What follows belongs to an exercise in optimizing a design on an open flow for small area, a short achievable clock period and few clock cycles per item; a production flow would make more cautious choices.
No run shown here included a check of the RTL's function; only the layout flow was run.
Power is estimated from default activity; no workload was simulated.

==> flow/design.v, too long to show whole: its modules and the start of the top module <==
// module fpu_bpp: 10 lines
// module fpu_fa: 10 lines
// module fpu_mult_pre: 54 lines
// module fpu_mult_sa: 1306 lines
// module fpu_mult_sb: 290 lines
// module fpu_mult_arb: 113 lines
module fpu_mult_arb
#(
   parameter int NUM_REQ = 4
)(
   input  logic                    clk,
   input  logic                    rst,
   input  logic [NUM_REQ-1:0]      req_valid,
   output logic [NUM_REQ-1:0]      req_ready,
   input  logic [NUM_REQ*FP_W-1:0] req_a,
   input  logic [NUM_REQ*FP_W-1:0] req_b,
   output logic [NUM_REQ-1:0]      rsp_valid,
   input  logic [NUM_REQ-1:0]      rsp_ready,
   output logic [FP_W-1:0]         rsp_data,
   output logic                    busy
);
  // ...
==> flow/flow/run.sh <==
#!/bin/bash
# Layout flow: the standard layout (standard.sh: the standard synthesis,
# floorplan, power grid, placement, CTS and routing, all unchanged) with two
# settings of how the layout is made:
#   - every input and output port still gets its own buffer, but a
#     sky130_fd_sc_hd__buf_1 instead of the delay cell buffer_ports picks;
set -euo pipefail
MARGIN=5.5
cd "$(dirname "$0")/.."
bash standard.sh "BUFFER_PORTS_ARGS=-buffer_cell sky130_fd_sc_hd__buf_1" \
   "SETUP_SLACK_MARGIN=$MARGIN" finish > standard.log 2>&1
==> flow/standard.sh <==
#!/bin/bash
# synth_recipe.tcl (not shown) runs the flow's synth.tcl, then flattens the netlist and writes it again
# the make line also repeats each setting of config.mk as NAME=value (left out here)
make -C /OpenROAD-flow-scripts/flow DESIGN_CONFIG=/design/flow/config.mk WORK_HOME=/design/flow/orfs CLKGATE_MAP_FILE= SYNTH_SCRIPT=/design/flow/synth_recipe.tcl "${@:-finish}"
==> flow/config.mk <==
export PLATFORM = sky130hd
export DESIGN_NAME = fpu_mult_arb
export DESIGN_NICKNAME = fpu_mult_arb
export VERILOG_FILES = /design/flow/design.v
export SDC_FILE = /design/flow/constraint.sdc
export NUM_CORES = 4
export LEC_CHECK = 0
export CAP_MARGIN = 20
export CORE_MARGIN = 2
export CORE_UTILIZATION = 40
export SLEW_MARGIN = 20
export SYNTH_HIERARCHICAL = 1
export SYNTH_MINIMUM_KEEP_SIZE = 0
==> flow/constraint.sdc <==
create_clock -name core_clock -period 9.0 [get_ports {clk}]
set_input_delay 1.8000 -clock core_clock [delete_from_list [all_inputs] [get_ports {clk}]]
set_output_delay 1.8000 -clock core_clock [all_outputs]
set_load 0.01 [all_outputs]
==> reports/qor.csv, run 1 <==
stage,metric,value,unit
sta,Peak Freq,289,MHz
sta,RSZ-0062 raised after global routing,yes,
clock_tree,"Reg clk slew, reported paths",0.06,ns
synth,syn_area_per_cell,12.1,µm²
setup_path,family with the most delay on the worst path,adder cells,
cells_and_area,Seq cells,272,
cells_and_area,Logic inverters,62,
cells_and_area,Layout area overhead,18.9,%
synth,top cell type's share of synthesized area,0.220,
global_routing,initial antenna violation count,2,
synth,"FF+latch count, synth",272,
synth,post-synthesis simple-gate area fraction,0.0345,
placement,Placed Cells,2871,
setup_path,Crit Reg-Reg Endpoint,r2_cut[52]$_DFF_P_,
clock_tree,CTS tree,yes,
sta,Tightest Pin Transition,0.985,ns
floorplan,I/O pins,307,
cells_and_area,top flop regs,"r2_cut x95, r1_bs x36",
sta,Rel. slew slack,0.343,
setup_path,Worst path most repeated cell,fa_1,
run,Max-Cap Viols,0,
placement,dpl cell area,0.0249,mm²
floorplan,Rows,89,
synth,top-count cell post-synth,xnor2_1,
sta,minimum clock period after layout,3.46,ns
cells_and_area,Filler cells,5218,
route,wire length per cell,25.0,µm
cells_and_area,Final Util,0.478,
synth,Synth Area in XOR/XNOR,0.128,
worst_hold_path,HP Class,reg2reg,
route,post-route ant nets,0,
floorplan,Die X,247,µm
floorplan,chip height,247,µm
route,met2 WL,36.9,mm
power,total power draw,0.00770,W
power,Clock Power Share,0.175,
cells_and_area,# nets final,2875,
global_routing,pin count of the biggest net entering global routing,67,
run_status,status,timing/DRC/antenna clean,
==> run 2, diff against run 1 <==
--- a/flow/flow/run.sh
+++ b/flow/flow/run.sh
@@ -5,7 +5,7 @@
 #   - every input and output port still gets its own buffer, but a
 #     sky130_fd_sc_hd__buf_1 instead of the delay cell buffer_ports picks;
 set -euo pipefail
-MARGIN=5.5
+MARGIN=5.7
 cd "$(dirname "$0")/.."
 bash standard.sh "BUFFER_PORTS_ARGS=-buffer_cell sky130_fd_sc_hd__buf_1" \
    "SETUP_SLACK_MARGIN=$MARGIN" finish > standard.log 2>&1
==> reports/qor.csv, run 2 <==
stage,metric,value,unit,change
run_status,status,timing/DRC/antenna clean,,unchanged
global_routing,pin count of the biggest net entering global routing,67,,unchanged
synth,Async SR Flop Fraction,0.0956,,unchanged
power,PwrDens,279,mW/mm²,was 274 mW/mm²
cells_and_area,# nets final,3013,,was 2875
synth,top-count cell post-synth,xnor2_1,,unchanged
global_routing,Total GRT Usage,0.268,,was 0.243
setup_path,Worst EP arrival,3.96,ns,was 3.87 ns
cells_and_area,"commonest non-fill, non-tap cell in the layout",xnor2_1,,unchanged
setup_path,crit path kind,reg2reg,,unchanged
power,Max IR drop VDD,160,µV,was 195 µV
placement,worst slack at placement,4.98,ns,was 5.14 ns
sta,setup TNS,0,ns,unchanged
synth,"top cells by area, synth","fa_1 22%, dfxtp_1 15%, a22oi_2 14%, xnor2_1 12%, edfxtp_1 8.1%",,unchanged
clock_tree,Clock Latency Late Sink,0.60,ns,was 0.55 ns
sta,RSZ-0062 raised after global routing,yes,,unchanged
cells_and_area,ant diodes,0,,unchanged
floorplan,Die X,247,µm,unchanged
cells_and_area,Largest Register,r2_cut,,unchanged
global_routing,vias in the first global route,19200,,was 18400
floorplan,I/O pins,307,,unchanged
setup_path,startpoint class of the critical path,flop,,unchanged
sta,Final setup viols,0,,unchanged
clock_tree,"Reg clk slew, reported paths",0.06,ns,about the same
run,Max-Cap Viols,0,,unchanged
synth,Syn Inst Count,1951,,unchanged
setup_path,nature of the critical path endpoint,flop,,unchanged
sta,"Slew Viols, Final",0,,unchanged
sta,crit share post-route,0.389,,was 0.384
clock_tree,CTS sink count,272,,unchanged
worst_hold_path,HP Class,reg2reg,,unchanged
sta,minimum clock period after layout,3.50,ns,was 3.46 ns
floorplan,die area,0.0610,mm²,unchanged
sta,final setup skew,0.0167,ns,was 0.0208 ns
placement,DPL Wire Length,48.1,mm,was 45.8 mm
route,# DRC,0,,unchanged
synth,"Seq/Total Area, Yosys",0.263,,unchanged
synth,Synth Cell Area,0.0236,mm²,unchanged
route,wire length per cell,26.8,µm,was 25.0 µm
cells_and_area,share of layout cells above drive strength 1,0.373,,was 0.264
cells_and_area,Multi-input gate area,0.0168,mm²,was 0.0162 mm²
sta,Final Worst Setup Slack,5.50,ns,was 5.54 ns
clock_tree,hold_buf cts,0,,unchanged
route,post-route ant nets,0,,unchanged
synth,"FF+latch count, synth",272,,unchanged
route,routed via count,18500,,was 17400
route,routed wire length,85.4,mm,was 76.1 mm
floorplan,chip height,247,µm,unchanged
clock_tree,H-tree levels,1,,was 2
cells_and_area,max FFs per register,95,,unchanged
synth,"Distinct cells, synth",63,,unchanged
global_routing,global route total overflow,0,,unchanged
clock_tree,CTS tree,yes,,unchanged
placement,I/O Buffers,306,,unchanged
cells_and_area,most frequent cells in the layout,"292 x xnor2_1, 274 x buf_1, 268 x a22oi_2, 189 x fa_1, 141 x buf_4",,"was 316 x xnor2_1, 306 x buf_1, 264 x a22oi_2, 259 x fa_1, 124 x dfxtp_1"
clock_tree,Root Buffer,clkbuf_16,,unchanged
sta,Fin. Hold Viols,0,,unchanged
floorplan,core area,0.0587,mm²,unchanged
worst_hold_path,hold path cells,0,,unchanged
setup_path,required time worst endpoint,9.46,ns,was 9.41 ns
cells_and_area,top flop regs,"r2_cut x95, r1_bs x36",,unchanged
setup_path,Reg2Reg Depth,9,,was 7
synth,Synth top cells by count,"318 x xnor2_1, 264 x a22oi_2, 260 x fa_1",,unchanged
placement,gpl congestion,0.886,,was 0.905
global_routing,initial antenna violation count,1,,was 2
synth,top cell type's share of synthesized area,0.220,,unchanged
synth,dominant synthesized flop cell,dfxtp_1,,unchanged
synth,syn_area_per_cell,12.1,µm²,unchanged
cells_and_area,Filler cells,5003,,was 5218
sta,Rel. slew slack,0.296,,was 0.343
synth,post-synth top area cell,fa_1,,unchanged
route,DR vias/cell,5.81,,was 5.70
clock_tree,Max Root-Sink Buffers,3,,unchanged
route,initial DRC count,1734,,was 1257
global_routing,global-route wire length before repair,121,mm,was 112 mm
sta,Peak Freq,286,MHz,was 289 MHz
route,router iterations before antenna repair,5,,unchanged
sta,Tightest Pin Transition,1.06,ns,was 0.985 ns
floorplan,Rows,89,,unchanged
cells_and_area,FF+latch area,0.00646,mm²,was 0.00643 mm²
synth,number of synthesized flops with an enable pin,64,,unchanged
synth,Mapped Nets,2575,,unchanged
setup_path,"Max FO, Critical Path",6,,was 14
clock_tree,CTS buffer count,30,,was 34
synth,Ys Warns,7,,unchanged
power,Leak,11.0,nW,was 9.72 nW
floorplan,Initial Utilization,0.402,,unchanged
cells_and_area,Layout area overhead,28.8,%,was 18.9%
-- run 2: cell counts after synthesis --
No cell type changed its count.
-- run 2: worst max-delay path, stage by stage (launching register included) --
cell     delay [ns]
dfxtp_4        0.39
buf_4          0.15
buf_12         0.12
a22oi_2        0.19
xnor2_1        0.13
fa_1           0.55
fa_2           0.46
fa_2           0.40
fa_1           0.53
fa_2           0.45
-- run 2: per-layer routing --
layer  wire length (µm)  GRT usage  part of all wire
met1              33200      0.346              0.39
met2              38800      0.421              0.45
met3               8930     0.0610              0.10
met4               4420      0.133             0.052
met5                  0    0.00899                 0
-- run 2: what timing repair did --
| item | in CTS | in global routing |
|---|---|---|
| gates cloned | 1 | 8 |
| setup endpoints to repair | 133 | 134 |
| buffers inserted | 221 | 31 |
| gates resized for setup | 100 | 151 |
| pin swaps | 24 | 53 |
-- run 2: final cells by class --
class | count | share of cell area
clock inverter | 13 | 0.00461
clock buffer | 43 | 0.0312
timing repair buffer | 576 | 0.158
inverter | 62 | 0.00765
sequential | 272 | 0.213
multi-input combinational | 1447 | 0.554
tap | 773 | 0.0318
-- run 2: power by group --
part           internal, W  leakage, nW  switching (W)
registers          0.00196         2.45       0.000245
clock network     0.000772        0.532       0.000532
logic              0.00249         7.99        0.00249
total              0.00522         11.0        0.00326
-- run 2: worst paths after layout --
kind	start	to	slack, ns
max in group asynchronous	rst	r_ptr[0]$_DFF_PP1_	7.22
min in group asynchronous	rst	r_rp$_DFF_PP0_	1.28
hold / removal	r1_s$_DFF_P_	r2_s$_DFF_P_	0.33
hold reg to reg	r1_s$_DFF_P_	r2_s$_DFF_P_	0.33
setup / recovery	r1_ma[18]$_DFF_P_	r2_cut[62]$_DFF_P_	5.50
setup reg to reg	r1_ma[18]$_DFF_P_	r2_cut[62]$_DFF_P_	5.50
-- run 2: logic make-up (layout without fill, tap and decap cells) --
family                     after synthesis  after routing  share of synthesized area
other                                    2              2                   0.000318
buffers and inverters                  232            694                     0.0586
DFF                                    272            272                      0.263
xor gates and xnor gates               344            344                      0.128
adders and majority gates              358            358                      0.272
muxes                                   43             43                     0.0203
AOI/OAI and AO/OA                      523            523                      0.223
and+or+nand+nor                        177            177                     0.0345
-- run 2: per-stage QoR --
| stage | hold slack, ns | std cells | utilization | power, W | cell area [µm²] |
|---|---|---|---|---|---|
| 2_1_floorplan | 0.310 | 1951 | - | 0.00575 | 23900 |
| 3_3_place_gp | 0.316 | 2868 | 0.426 | 0.00608 | 25000 |
| 3_5_place_dp | 0.321 | 2868 | 0.426 | 0.00618 | 25000 |
| 4_1_cts | 0.333 | 3146 | 0.501 | 0.00789 | 29400 |
| 5_1_grt | 0.341 | 3186 | 0.518 | 0.00906 | 30400 |
| 6_report | 0.331 | 3186 | 0.518 | 0.00848 | 30400 |
-- run 2: modules after synthesis (local to each module, per instance) --
module	times used	area, µm²
fpu_bpp	264	21.3
fpu_fa	258	20.0
fpu_mult_arb	1	8990
fpu_mult_pre	1	576
fpu_mult_sa	1	1740
fpu_mult_sb	1	1520
==> run 3, diff against run 2 <==
--- a/flow/flow/run.sh
+++ b/flow/flow/run.sh
@@ -5,7 +5,7 @@
 #   - every input and output port still gets its own buffer, but a
 #     sky130_fd_sc_hd__buf_1 instead of the delay cell buffer_ports picks;
 set -euo pipefail
-MARGIN=5.7
+MARGIN=5.5
 cd "$(dirname "$0")/.."
 bash standard.sh "BUFFER_PORTS_ARGS=-buffer_cell sky130_fd_sc_hd__buf_1" \
    "SETUP_SLACK_MARGIN=$MARGIN" finish > standard.log 2>&1
--- a/flow/config.mk
+++ b/flow/config.mk
@@ -7,7 +7,7 @@
 export LEC_CHECK = 0
 export CAP_MARGIN = 20
 export CORE_MARGIN = 2
-export CORE_UTILIZATION = 40
+export CORE_UTILIZATION = 60
 export SLEW_MARGIN = 20
 export SYNTH_HIERARCHICAL = 1
 export SYNTH_MINIMUM_KEEP_SIZE = 0
==> reports/qor.csv, run 3 <==
stage,metric,value,unit,change
run_status,status,timing/DRC/antenna clean,,unchanged
synth,dominant synthesized flop cell,dfxtp_1,,unchanged
cells_and_area,most frequent cells in the layout,"315 x xnor2_1, 306 x buf_1, 264 x a22oi_2, 259 x fa_1, 122 x dfxtp_1",,"was 292 x xnor2_1, 274 x buf_1, 268 x a22oi_2, 189 x fa_1, 141 x buf_4"
global_routing,global-route wire length before repair,112,mm,was 121 mm
sta,Peak Freq,287,MHz,was 286 MHz
power,Max IR drop VDD,200,µV,was 160 µV
run,Max-Cap Viols,0,,unchanged
clock_tree,CTS sink count,272,,unchanged
floorplan,Die X,202,µm,was 247 µm
clock_tree,CTS buffer count,30,,unchanged
sta,setup TNS,0,ns,unchanged
floorplan,I/O pins,307,,unchanged
cells_and_area,top flop regs,"r2_cut x95, r1_bs x36",,unchanged
synth,compound-gate portion of the synthesized area,0.223,,unchanged
setup_path,required time worst endpoint,9.46,ns,about the same
synth,"FF+latch count, synth",272,,unchanged
synth,Synth Area in XOR/XNOR,0.128,,unchanged
global_routing,Total GRT Usage,0.364,,was 0.268
global_routing,pin count of the biggest net entering global routing,59,,was 67
floorplan,chip height,202,µm,was 247 µm
global_routing,vias in the first global route,18600,,was 19200
synth,top-count cell post-synth,xnor2_1,,unchanged
cells_and_area,# nets final,2868,,was 3013
clock_tree,Clock Latency Late Sink,0.61,ns,was 0.60 ns
clock_tree,Root Buffer,clkbuf_16,,unchanged
route,initial DRC count,1458,,was 1734
sta,Tightest Pin Transition,0.919,ns,was 1.06 ns
setup_path,crit path kind,reg2reg,,unchanged
placement,worst slack at placement,5.18,ns,was 4.98 ns
synth,post-synth top area cell,fa_1,,unchanged
setup_path,"Max FO, Critical Path",14,,was 6
placement,I/O Buffers,306,,unchanged
sta,Rel. slew slack,0.384,,was 0.296
synth,post-synthesis mux area share,0.0203,,unchanged
global_routing,initial antenna violation count,5,,was 1
route,routed wire length,76.1,mm,was 85.4 mm
sta,minimum clock period after layout,3.48,ns,was 3.50 ns
cells_and_area,max FFs per register,95,,unchanged
cells_and_area,Largest Register,r2_cut,,unchanged
global_routing,global route total overflow,0,,unchanged
synth,post-synthesis simple-gate area fraction,0.0345,,unchanged
clock_tree,CTS tree,yes,,unchanged
clock_tree,Max Root-Sink Buffers,3,,unchanged
cells_and_area,"commonest non-fill, non-tap cell in the layout",xnor2_1,,unchanged
setup_path,nature of the critical path endpoint,flop,,unchanged
synth,"top cells by area, synth","fa_1 22%, dfxtp_1 15%, a22oi_2 14%, xnor2_1 12%, edfxtp_1 8.1%",,unchanged
route,post-route ant nets,0,,unchanged
setup_path,CP max-delay cell,fa_1,,unchanged
setup_path,Crit path largest cell delay,0.60,ns,was 0.55 ns
sta,"Slew Viols, Final",0,,unchanged
clock_tree,"Reg clk slew, reported paths",0.06,ns,about the same
synth,combinational family with the most area after synthesis,adder cells,,unchanged
route,router iterations before antenna repair,5,,unchanged
setup_path,Worst path most repeated cell,fa_1,,was fa_2
route,wire length per cell,27.3,µm,was 26.8 µm
synth,number of synthesized flops with an enable pin,64,,unchanged
floorplan,Rows,72,,was 89
synth,"Seq/Total Area, Yosys",0.263,,unchanged
floorplan,die area,0.0410,mm²,was 0.0610 mm²
route,routed via count,17700,,was 18500
sta,RSZ-0062 raised after global routing,yes,,unchanged
cells_and_area,share of layout cells above drive strength 1,0.254,,was 0.373
floorplan,core area,0.0387,mm²,was 0.0587 mm²
setup_path,crit path cell chain,a22oi_2 -> xnor2_1 -> fa_1 -> fa_1 -> fa_1 -> fa_1 -> fa_1,,was buf_4 -> buf_12 -> a22oi_2 -> xnor2_1 -> fa_1 -> fa_2 -> fa_2 -> fa_1 -> fa_2
sta,Final setup viols,0,,unchanged
placement,DPL Wire Length,47.2,mm,was 48.1 mm
placement,gpl congestion,0.943,,was 0.886
synth,"Distinct cells, synth",63,,unchanged
sta,Fin. Hold Viols,0,,unchanged
synth,Mapped Nets,2575,,unchanged
power,Leak,9.58,nW,was 11.0 nW
synth,area share of fa/ha/maj cells after synthesis,0.272,,unchanged
synth,Async SR Flop Fraction,0.0956,,unchanged
synth,Syn Inst Count,1951,,unchanged
synth,syn_area_per_cell,12.1,µm²,unchanged
route,# DRC,0,,unchanged
worst_hold_path,HP Class,reg2reg,,unchanged
sta,Final Worst Setup Slack,5.52,ns,was 5.50 ns
floorplan,Initial Utilization,0.610,,was 0.402
sta,final setup skew,0.0211,ns,was 0.0167 ns
synth,Ys Warns,7,,unchanged
synth,top cell type's share of synthesized area,0.220,,unchanged
clock_tree,H-tree levels,1,,unchanged
sta,crit share post-route,0.387,,was 0.389
setup_path,Worst EP arrival,3.95,ns,was 3.96 ns
cells_and_area,Layout area overhead,15.8,%,was 28.8%
power,PwrDens,273,mW/mm²,was 279 mW/mm²
route,DR vias/cell,6.35,,was 5.81
setup_path,startpoint class of the critical path,flop,,unchanged
clock_tree,hold_buf cts,0,,unchanged
synth,Synth top cells by count,"318 x xnor2_1, 264 x a22oi_2, 260 x fa_1",,unchanged
cells_and_area,Final Util,0.706,,was 0.518
synth,Synth Cell Area,0.0236,mm²,unchanged
[run 3: cell counts after synthesis]
Identical to the previous run, type by type.
[run 3: timing repair]
action,4_1_cts,5_1_grt
resized for setup,35,8
endpoints found under the setup margin,130,91
pin swaps,1,2
gates cloned,0,0
hold endpoints to repair,0,0
buffers inserted,36,75
[run 3: modules after synthesis (local to each module, per instance)]
module | cell area [µm²] | times used
fpu_mult_arb | 8990 | 1
fpu_mult_sa | 1740 | 1
fpu_mult_sb | 1520 | 1
fpu_mult_pre | 576 | 1
fpu_bpp | 21.3 | 264
fpu_fa | 20.0 | 258
[run 3: where the power goes]
part	switching, W	total, W	internal (W)	leakage, nW
logic	0.00214	0.00395	0.00181	6.62
clock network	0.000533	0.00131	0.000777	0.512
registers	0.000252	0.00220	0.00195	2.44
[run 3: path summary, 6_finish.rpt]
check | cells past startpoint | slack [ns] | from | to
max in group asynchronous | 2 | 7.26 | rst | r_ptr[1]$_DFF_PP0_
hold reg to reg | 0 | 0.34 | r1_s$_DFF_P_ | r2_s$_DFF_P_
setup / recovery | 7 | 5.52 | r1_ma[8]$_DFF_P_ | r2_cut[54]$_DFF_P_
hold / removal | 0 | 0.34 | r1_s$_DFF_P_ | r2_s$_DFF_P_
setup reg to reg | 7 | 5.52 | r1_ma[8]$_DFF_P_ | r2_cut[54]$_DFF_P_
min in group asynchronous | 2 | 1.27 | rst | r_busy$_DFF_PP0_
[run 3: layout make-up]
cell class | count | area (µm²)
sequential | 272 | 6430
clock inverter | 20 | 267
antenna | 4 | 10.0
timing repair buffer | 431 | 2870
tap | 518 | 648
multi-input combinational | 1447 | 16100
inverter | 62 | 233
clock buffer | 36 | 793
fill | 2901 | 11400
[run 3: through the flow]
stage | area (µm²) | std cells | power [W] | hold slack [ns]
floorplan | 23800 | 1951 | 0.00573 | 0.310
global placement | 24600 | 2619 | 0.00587 | 0.314
detailed placement | 24600 | 2619 | 0.00601 | 0.316
CTS | 26400 | 2711 | 0.00741 | 0.331
global route | 27300 | 2786 | 0.00799 | 0.346
finish | 27300 | 2790 | 0.00746 | 0.342
[run 3: critical path: cells and delay by family, from the launching register on]
| kind | cells | cell delay [ns] |
|---|---|---|
| adder cells (fa/ha/maj) | 5 | 2.42 |
| XOR/XNOR | 1 | 0.17 |
| flip-flops | 1 | 0.59 |
| AO/OA/AOI/OAI | 1 | 0.14 |
[run 3: kinds of logic after synthesis]
group | after synthesis
AO/OA/AOI/OAI | 523
adder cells (fa/ha/maj) | 358
XOR/XNOR | 344
flip-flops | 272
buffers and inverters | 232
AND/OR/NAND/NOR | 177
multiplexers | 43
other | 2
[run 3: layer usage]
layer  track usage  share of wire  vias up
met5             0        0.00026        -
met3        0.0921          0.099      268
met4         0.166          0.050        2
met2         0.597           0.47     1001
met1         0.455           0.38     8960
li1              -              -     7497

==> separate check: timing with driven ports <==
No port has a modelled driver above. Below, the same layouts with a new extraction and two added sets of constraints.
Step 1 assumes that a clkbuf_16 drives the clock port and a buf_2 every other input.
Step 2 times the ports against the registers' clock, not the clock port: input delays grow and output delays shrink by t, the midpoint of the rising clock arrivals with the driver on.
Three values: ideal ports, drivers, drivers and shift; two values: the first two.
run | t, ns | slack for setup (ns) | worst setup path after step 2
run 1 | 0.601 | 5.543 / 5.543 / 5.288 | input to register
run 2 | 0.655 | 5.498 / 5.498 / 5.272 | input to register
run 3 | 0.651 | 5.518 / 5.518 / 5.258 | input to register
After both steps setup and hold are still met in every run listed. The setup slack of run 3, which loses most, moves by 0.000 ns with the drivers and by -0.260 ns with both steps.
